This is an optimization exercise on Yosys and OpenROAD, whose aim is small area, a short achievable clock period and few clock cycles per item, not a production implementation.
Only simulation tests tie the RTL to the original design; equivalence was not proved.
Power figures rest on the tool's default switching activity, not on a simulated workload.

## the previous run
// cix32_imem_responder
module cix32_imem_responder (
  input  logic        clk,
  input  logic        rst_n,
  input  logic        req_valid,
  output logic        req_ready,
  input  logic [31:0] req_addr,
  input  logic        req_we,
  input  logic [7:0]  req_wdata,
  output logic        rsp_valid,
  input  logic        rsp_ready,
  output logic [7:0]  rsp_data,
  output logic        rsp_err
);
  logic        sk_v;
  logic        rdy_q;       
  logic [7:0]  sk_addr;
  logic        sk_we;
  logic [7:0]  sk_wdata;
  logic        sk_oor;
  logic        s1_v;
  logic [7:0]  s1_addr;
  logic [3:0]  s1_mid;
  logic [15:0] s1_hi;         
  logic [3:0][15:0] s1_lq;    
  logic [15:0] c_lo;          
  logic        s1_we;
  logic [7:0]  s1_wdata;
  logic        s1_oor;
  logic        s1_wrq;      
  logic        s1_eqhi;     
  logic        s1_eqlo;     
  logic        adv_q;       
  logic        clr_q;       
  logic        r_v;
  logic [3:0][7:0] r_cand;
  logic        r_mem;       
  logic        r_par;
  logic [7:0]  r_alt;       
  logic        r_err;
  logic        s2_v;
  logic [15:0] s2_hq;       
  logic [15:0] s2_lq;       
  logic [15:0] s2_gq;       
  logic [7:0]  s2_dv;       
  logic        par_q;
  logic        rsp_v_q;
  logic [7:0]  rsp_data_q;
  logic        rsp_err_q;
  logic [7:0]  hd_data;     
  logic        hd_err;      
  logic        rk0_v, rk1_v;
  logic [7:0]  rk0_data, rk1_data;
  logic        rk0_err, rk1_err;
  logic        in_oor, accept, s1_load, clr_go, fwd, pop;
  logic        s1_v_n, s1_wrq_n, eqhi_n, eqlo_n, conflict_n, adv_n, clr_n, kill_n;
  logic        rsp_v_n, rk0_v_n, rk1_v_n, room_n;
  logic [7:0]  n_addr, h_addr;
  logic        n_we, n_oor;
  logic [7:0]  n_wdata;
  ...
Size in the first run: ~7000 cells after synthesis, ~2300 flip-flops, ~56 I/O pins.
make LEC_CHECK=0 CAP_MARGIN=20 CORE_MARGIN=2 CORE_UTILIZATION=55 CTS_CLUSTER_DIAMETER=100 CTS_CLUSTER_SIZE=20 SETUP_SLACK_MARGIN=2.8 SLEW_MARGIN=20 finish   # period 5.0 ns
run.sh (not shown) runs the stock make flow with config.mk's settings and CLKGATE_MAP_FILE= SYNTH_SCRIPT=/design/flow/synth_recipe.tcl, a recipe that flattens the netlist after the stock synthesis.
Testbench counts of the previous run, summed over its fixed seeds: cycles 24,207, items 24,000.
Here is what was changed in the inputs of the current run compared with the previous run.
--- a/flow/design.v
+++ b/flow/design.v
@@ -50,14 +50,14 @@
   logic [7:0]  hd_data;     
   logic        hd_err;      
   logic        rk0_v, rk1_v;
   logic [7:0]  rk0_data, rk1_data;
   logic        rk0_err, rk1_err;
   logic        in_oor, accept, s1_load, clr_go, fwd, pop;
-  logic        s1_v_n, s1_wrq_n, eqhi_n, eqlo_n, conflict_n, adv_n, clr_n, kill_n;
-  logic        rsp_v_n, rk0_v_n, rk1_v_n, room_n;
+  logic        s1_v_n, s1_wrq_n, eqhi_n, eqlo_n, conflict_n, adv_n, clr_n, kill;
+  logic        rsp_v_n, rk0_v_n, rk1_v_n, room_pop, room_hold;
   logic [7:0]  n_addr, h_addr;
   logic        n_we, n_oor;
   logic [7:0]  n_wdata;
   logic [7:0]  s2_val;
   logic [255:0] row_sel;
   logic [15:0]  c_hi;
@@ -81,16 +81,16 @@
   assign rk1_v_n = (!pop && rk1_v) || ((pop ? rk1_v : rk0_v) && r_v);
   assign s1_v_n     = s1_load ? (sk_v || accept) : s1_v;
   assign s1_wrq_n   = s1_load ? (n_we && !n_oor) : s1_wrq;
   assign eqhi_n     = s1_load ? (n_addr[7:4] == s1_addr[7:4]) : s1_eqhi;
   assign eqlo_n     = s1_load ? (n_addr[3:0] == s1_addr[3:0]) : s1_eqlo;
   assign conflict_n = s1_wrq_n && clr_go && eqhi_n && !eqlo_n;
-  assign room_n     = adv_q ? !rk0_v_n : !rk1_v_n;
-  assign adv_n      = s1_v_n && room_n && !conflict_n;
+  assign room_pop   = adv_q ? !(rk1_v || (rk0_v && r_v)) : !(rk1_v && r_v);
+  assign room_hold  = adv_q ? !(rk0_v || (rsp_v_q && r_v)) : !(rk1_v || (rk0_v && r_v));
+  assign adv_n      = s1_v_n && !conflict_n && (pop ? room_pop : room_hold);
   assign clr_n      = adv_n && s1_wrq_n;
-  assign kill_n     = clr_n && eqhi_n && eqlo_n;
   always_ff @(posedge clk or negedge rst_n) begin
     if (!rst_n) begin
       sk_v    <= 1'b0;
       rdy_q   <= 1'b0;
       s1_v    <= 1'b0;
       adv_q   <= 1'b0;
@@ -151,23 +151,24 @@
     end
   end
   always_ff @(posedge clk) begin
     s2_v  <= clr_go;
     s2_hq <= c_hi;
     s2_lq <= c_lo;
-    s2_gq <= c_hi & {16{clr_go && !kill_n}};
+    s2_gq <= c_hi & {16{clr_go}};
     s2_dv <= s1_wdata ^ {8{par_q}};
   end
+  assign kill = clr_go && s1_eqhi && s1_eqlo;
   assign s2_val = s2_dv ^ {8{~par_q}};
   always_ff @(posedge clk) par_q <= ~par_q;
   always_comb begin
     for (int i = 0; i < 256; i++) begin
       row_sel[i] = (c_hi[i / 16] && c_lo[i % 16]) || (s2_hq[i / 16] && s2_lq[i % 16]);
     end
     for (int g = 0; g < 16; g++) begin
-      bus[g] = ~({8{s2_gq[g]}} & s2_dv);
+      bus[g] = ~({8{s2_gq[g] && !kill}} & s2_dv);
     end
   end
   for (genvar i = 0; i < 256; i++) begin : g_row
     logic [7:0] q;
     always_ff @(posedge clk) q <= ~(({8{row_sel[i]}} & bus[i / 16]) | q);
     assign mrd[i] = q;
- Re site row count: no difference whatsoever between the current run and the previous run.
- The previous run -> the current run: count of clock-buffer cells in the layout decreased slightly
- Global-route met1 utilization (the current run over the previous run): increase, 0.60 points
- Diff the previous run -> the current run: cell count essentially unchanged; growth of design area from synthesis to finish essentially unchanged; number of buffers other than clock buffers in the final layout decreased 2.
- The current run vs the previous run, time the worst path needs with I/O delays and setup went up by 0.0053 ns.
- Full die area delta (the previous run -> the current run): insignificant
- Switching fraction of total power for the current run is higher than for the previous run.
- Setup slack was higher in the previous run than in the current run.
- Compared the current run against the previous run; final-report max-slew violation count within noise.
Testbench counts of the current run, summed over its fixed seeds: cycles 24,207, items 24,000.

## what the ideal ports hide
No port has a modelled driver above. Below, the same layouts with a new extraction and two added sets of constraints. Step 1 sets driving cells, clkbuf_16 on the clock port and buf_2 on the other inputs (assumed; they add their load-dependent delay and slew). Step 2 moves the port delays by t, midway between the first and last clock arrival at a register: inputs arrive t later, outputs are due t later. That takes back most of the time a late clock gives input paths. a / b / c = no drivers / after step 1 / after step 2; a / b = the first two.
run | shift t [ns] | slack for setup (ns) | cell pins on the clock port's net
the previous run | 0.889 | 2.606 / 2.517 / 1.879 | 1
the current run | 0.872 | 2.600 / 2.518 / 1.926 | 1
After both steps setup and hold are still met in every run listed. For the previous run, which loses most, drivers alone change the setup slack by -0.089 ns; drivers and shift together by -0.727 ns.
